This design comes from an exercise in tuning for small area on the open sky130 flow, not from production work.
The RTL was checked by simulation tests, not by an equivalence proof against the original design.
Power and IR drop assume default switching activity.

==> run a: inputs <==
==> flow/design.v <==
module id_pc_reg #(
  parameter logic [31:0] RESET_PC = 32'h0000_0000
) (
  input  logic        clk,
  input  logic        rst,
  input  logic        stall,
  input  logic [31:0] NPC,
  output logic [31:0] PC
);
  always_ff @(posedge clk) begin
    if (!rst)       PC <= RESET_PC;
    else if (!stall) PC <= NPC;
  end
endmodule
module id_rf_rd_port (
  input  logic [31:0][31:0] regs,
  input  logic [4:0]        addr,
  input  logic              wr_en,
  input  logic [4:0]        wr_sel,
  input  logic [31:0]       wr_data,
  output logic [31:0]       data
);
  always_comb begin
    data = regs[addr];
    if (addr == 5'd0)
      data = '0;
    else if (wr_en && (wr_sel == addr))
      data = wr_data;
  end
endmodule
module id_reg_file #(
  parameter int NUM_RD = 2
) (
  input  logic                          clk,
  input  logic                          rst,
  input  logic [NUM_RD-1:0][4:0]        rd_addr,
  output logic [NUM_RD-1:0][31:0]       rd_data,
  input  logic                          RFWr,
  input  logic [4:0]                    WBSel,
  input  logic [31:0]                   WD
);
  logic [31:0][31:0] regs;
  logic              wr_en;
  assign wr_en = RFWr && (WBSel != 5'd0);
  always_ff @(posedge clk) begin
    if (!rst)       regs <= '0;
    else if (wr_en) regs[WBSel] <= WD;
  end
  genvar p;
  generate
    for (p = 0; p < NUM_RD; p++) begin : g_rd
      id_rf_rd_port u_port (
        .regs    (regs),
        .addr    (rd_addr[p]),
        .wr_en   (wr_en),
        .wr_sel  (WBSel),
        .wr_data (WD),
        .data    (rd_data[p])
      );
    end
  endgenerate
endmodule
module id_branch_eval (
  input  logic [31:0] rsv,
  input  logic [31:0] rtv,
  input  logic [5:0]  Op,
  input  logic [4:0]  rt,
  output logic        branch_taken
);
  localparam logic [5:0] OP_REGIMM = 6'b000001;
  localparam logic [5:0] OP_BEQ    = 6'b000100;
  localparam logic [5:0] OP_BNE    = 6'b000101;
  localparam logic [5:0] OP_BLEZ   = 6'b000110;
  localparam logic [5:0] OP_BGTZ   = 6'b000111;
  localparam logic [4:0] RT_BLTZ   = 5'b00000;
  localparam logic [4:0] RT_BGEZ   = 5'b00001;
  localparam logic [4:0] RT_BLTZAL = 5'b10000;
  localparam logic [4:0] RT_BGEZAL = 5'b10001;
  logic neg, zero, pos, eq;
  assign neg  = rsv[31];
  assign zero = (rsv == 32'd0);
  assign pos  = !neg && !zero;
  assign eq   = (rsv == rtv);
  always_comb begin
    branch_taken = 1'b0;
    case (Op)
      OP_BEQ:  branch_taken = eq;
      OP_BNE:  branch_taken = !eq;
      OP_BLEZ: branch_taken = neg || zero;
      OP_BGTZ: branch_taken = pos;
      OP_REGIMM: begin
        case (rt)
          RT_BLTZ, RT_BLTZAL: branch_taken = neg;
          RT_BGEZ, RT_BGEZAL: branch_taken = !neg;
          default:            branch_taken = 1'b0;
        endcase
      end
      default: branch_taken = 1'b0;
    endcase
  end
endmodule
module id_branch_pc_rf #(
  parameter logic [31:0] RESET_PC = 32'h0000_0000
) (
  input  logic        clk,
  input  logic        rst,
  input  logic        stall,
  input  logic [31:0] NPC,
  output logic [31:0] PC,
  input  logic [4:0]  A1,
  input  logic [4:0]  A2,
  output logic [31:0] RD1,
  output logic [31:0] RD2,
  input  logic        RFWr,
  input  logic [4:0]  WBSel,
  input  logic [31:0] WD,
  input  logic [31:0] rsv,
  input  logic [31:0] rtv,
  input  logic [5:0]  Op,
  input  logic [4:0]  rt,
  output logic        branch_taken
);
  logic [1:0][4:0]  rd_addr;
  logic [1:0][31:0] rd_data;
  assign rd_addr = {A2, A1};
  assign RD1     = rd_data[0];
  assign RD2     = rd_data[1];
  id_pc_reg #(.RESET_PC(RESET_PC)) u_pc (
    .clk   (clk),
    .rst   (rst),
    .stall (stall),
    .NPC   (NPC),
    .PC    (PC)
  );
  id_reg_file #(.NUM_RD(2)) u_rf (
    .clk     (clk),
    .rst     (rst),
    .rd_addr (rd_addr),
    .rd_data (rd_data),
    .RFWr    (RFWr),
    .WBSel   (WBSel),
    .WD      (WD)
  );
  id_branch_eval u_br (
    .rsv          (rsv),
    .rtv          (rtv),
    .Op           (Op),
    .rt           (rt),
    .branch_taken (branch_taken)
  );
endmodule
==> flow/run.sh <==
#!/bin/bash
# synth_recipe.tcl (not shown) runs the flow's synth.tcl, then flattens the netlist and writes it again
# the make line also repeats each setting of config.mk as NAME=value (left out here)
make -C /OpenROAD-flow-scripts/flow DESIGN_CONFIG=/design/flow/config.mk WORK_HOME=/design/flow/orfs CLKGATE_MAP_FILE= SYNTH_SCRIPT=/design/flow/synth_recipe.tcl finish
==> flow/config.mk <==
export PLATFORM = sky130hd
export DESIGN_NAME = id_branch_pc_rf
export DESIGN_NICKNAME = id_branch_pc_rf
export VERILOG_FILES = /design/flow/design.v
export SDC_FILE = /design/flow/constraint.sdc
export NUM_CORES = 4
export LEC_CHECK = 0
export CAP_MARGIN = 20
export CORE_MARGIN = 2
export CORE_UTILIZATION = 40
export SLEW_MARGIN = 20
==> flow/constraint.sdc <==
create_clock -name core_clock -period 10.0 [get_ports {clk}]
set_input_delay 2.0000 -clock core_clock [delete_from_list [all_inputs] [get_ports {clk}]]
set_output_delay 2.0000 -clock core_clock [all_outputs]
set_load 0.01 [all_outputs]
==> run b (differences from run a) <==
==> flow/design.v, changed modules only <==
module idr_ao22 (
  input  logic a1, a2, b1, b2,
  output logic y
);
  assign y = (a1 & a2) | (b1 & b2);
endmodule
module idr_aoi222 (
  input  logic a1, a2, b1, b2, c1, c2,
  output logic y
);
  assign y = ~((a1 & a2) | (b1 & b2) | (c1 & c2));
endmodule
module idr_rd_bit (
  input  logic [31:0] sel,
  input  logic [31:0] dat,
  output logic        y
);
  logic [10:0] n;
  genvar g;
  generate
    for (g = 0; g < 10; g++) begin : g_aoi
      idr_aoi222 u (
        .a1(sel[3*g]),   .a2(dat[3*g]),
        .b1(sel[3*g+1]), .b2(dat[3*g+1]),
        .c1(sel[3*g+2]), .c2(dat[3*g+2]),
        .y (n[g])
      );
    end
  endgenerate
  idr_aoi222 u_last (
    .a1(sel[30]), .a2(dat[30]),
    .b1(sel[31]), .b2(dat[31]),
    .c1(sel[31]), .c2(dat[31]),
    .y (n[10])
  );
  assign y = ~(&n[3:0]) | ~(&n[7:4]) | ~(&n[10:8]);
endmodule
module id_branch_pc_rf #(
  parameter logic [31:0] RESET_PC = 32'h0000_0000
) (
  input  logic        clk,
  input  logic        rst,
  input  logic        stall,
  input  logic [31:0] NPC,
  output logic [31:0] PC,
  input  logic [4:0]  A1,
  input  logic [4:0]  A2,
  output logic [31:0] RD1,
  output logic [31:0] RD2,
  input  logic        RFWr,
  input  logic [4:0]  WBSel,
  input  logic [31:0] WD,
  input  logic [31:0] rsv,
  input  logic [31:0] rtv,
  input  logic [5:0]  Op,
  input  logic [4:0]  rt,
  output logic        branch_taken
);
  genvar i, b;
  logic        pc_ld, pc_hold;
  logic [31:0] pc_d;
  assign pc_ld   = rst & ~stall;
  assign pc_hold = rst & stall;
  generate
    for (b = 0; b < 32; b++) begin : g_pc
      idr_ao22 u (
        .a1(pc_ld),   .a2(NPC[b] ^ RESET_PC[b]),
        .b1(pc_hold), .b2(PC[b] ^ RESET_PC[b]),
        .y (pc_d[b])
      );
    end
  endgenerate
  always_ff @(posedge clk)
    PC <= pc_d ^ RESET_PC;
  logic [31:1]       we;       
  logic [31:1]       ld;       
  logic [31:1]       hold;     
  logic [31:1][31:0] regs;
  logic [31:1][31:0] regs_d;
  generate
    for (i = 1; i < 32; i++) begin : g_reg
      assign we[i]   = RFWr & (WBSel == 5'(i));
      assign ld[i]   = rst & we[i];
      assign hold[i] = rst & ~we[i];
      for (b = 0; b < 32; b++) begin : g_bit
        idr_ao22 u (
          .a1(ld[i]),   .a2(WD[b]),
          .b1(hold[i]), .b2(regs[i][b]),
          .y (regs_d[i][b])
        );
      end
    end
  endgenerate
  always_ff @(posedge clk)
    regs <= regs_d;
  logic [31:0] sel1, sel2;
  generate
    for (i = 1; i < 32; i++) begin : g_sel
      assign sel1[i-1] = (A1 == 5'(i)) & ~we[i];
      assign sel2[i-1] = (A2 == 5'(i)) & ~we[i];
    end
  endgenerate
  assign sel1[31] = RFWr & (WBSel == A1) & (A1 != 5'd0);
  assign sel2[31] = RFWr & (WBSel == A2) & (A2 != 5'd0);
  generate
    for (b = 0; b < 32; b++) begin : g_rd
      logic [31:0] col;
      for (i = 1; i < 32; i++) begin : g_col
        assign col[i-1] = regs[i][b];
      end
      assign col[31] = WD[b];
      idr_rd_bit u_rd1 (.sel(sel1), .dat(col), .y(RD1[b]));
      idr_rd_bit u_rd2 (.sel(sel2), .dat(col), .y(RD2[b]));
    end
  endgenerate
  logic neg, zero, eq;
  assign neg  = rsv[31];
  assign zero = (rsv == 32'd0);
  assign eq   = (rsv == rtv);
  always_comb begin
    branch_taken = 1'b0;
    case (Op)
      6'b000100: branch_taken = eq;
      6'b000101: branch_taken = !eq;
      6'b000110: branch_taken = neg || zero;
      6'b000111: branch_taken = !neg && !zero;
      6'b000001: begin
        if (rt[3:1] == 3'b000)
          branch_taken = rt[0] ? !neg : neg;
      end
      default:   branch_taken = 1'b0;
    endcase
  end
endmodule
// module id_pc_reg removed
// module id_rf_rd_port removed
// module id_reg_file removed
// module id_branch_eval removed
==> flow/flow/run.sh (new file) <==
#!/bin/bash
set -euo pipefail
bash standard.sh \
  BUFFER_PORTS_ARGS="-buffer_cell sky130_fd_sc_hd__buf_1" \
  CTS_ARGS="-sink_clustering_enable -repair_clock_nets -dont_use_dummy_load -buf_list {sky130_fd_sc_hd__clkbuf_8} -sink_clustering_size 16 -sink_clustering_max_diameter 90" \
  finish > flow_make.log 2>&1
==> flow/standard.sh (new file) <==
#!/bin/bash
# synth_recipe.tcl (not shown) runs the flow's synth.tcl, then flattens the netlist and writes it again
# the make line also repeats each setting of config.mk as NAME=value (left out here)
make -C /OpenROAD-flow-scripts/flow DESIGN_CONFIG=/design/flow/config.mk WORK_HOME=/design/flow/orfs CLKGATE_MAP_FILE= SYNTH_SCRIPT=/design/flow/synth_recipe.tcl "${@:-finish}"
- CAP_MARGIN: 20 -> 0
- CORE_UTILIZATION: 40 -> 35
- PLACE_DENSITY: default -> 0.45
- SLEW_MARGIN: 20 -> 0
- SYNTH_HIERARCHICAL: default -> 1
removed: flow/run.sh
==> summary of the runs <==
- Against run b, the final area of run a is larger by 47%.
- Of run b and run a, run a has the higher wire length (gap 13%, measured against run a).
- Of run b and run a, run a has the higher clock power (gap about 55%, measured against run a).
- Run b finished clean. Run a went through all stages and came out clean.
- Against run a, the critical path depth of run b is lower by 3.
- In clock skew, run a and run b do not differ.
- Between run a and run b, the lower flip-flop and latch count is in run b (gap 32).
==> figures <==
quantity                                                                                     run a                    run b
Outcome                                                                    complete, no violations  complete, no violations
Initial DRC Count                                                                             6547                     8648
Total half-perimeter wirelength after legalization and detailed placement                138400 um                116800 um
Final critical-path required period                                                       8.749 ns                 7.461 ns
Overall fraction of global-route tracks in use                                              0.3135                   0.3442
Layout net count                                                                              6778                     3908
Area of combinational cells with multiple inputs                                         34840 um2                19920 um2
Fraction of area in multi-input gates                                                       0.5230                   0.4404
WL final                                                                                 244300 um                212300 um
Dominant power group                                                                         clock         sequential cells
Ratio of layout area to synthesized area                                                   1.1313x                  1.1329x
Die X-Extent                                                                              387.7 um                 341.7 um
Plain + repair buffers                                                                         439                      371

==> afterwards: timing with drivers on the ports <==
No port has a modelled driver above. Below, the same layouts with a new extraction and two added sets of constraints. Step 1: set_driving_cell puts a clkbuf_16 on clk and a buf_2 on each other input, an assumption about the parent block. Step 2 moves the port delays by t, midway between the first and last clock arrival at a register: inputs arrive t later, outputs are due t later. That takes back most of the time a late clock gives input paths. Three values: no drivers, after step 1, after step 2; two values: the first two.
run | shift t [ns] | setup WS [ns] | worst setup path after step 2
run a | 0.841 | 1.251 / 1.207 / 1.207 | input to output
run b | 0.818 | 2.539 / 2.398 / 2.398 | input to output
After both steps every run listed still meets setup and hold. For run b, which loses most, drivers alone change the setup slack by -0.141 ns; drivers and shift together by -0.141 ns.
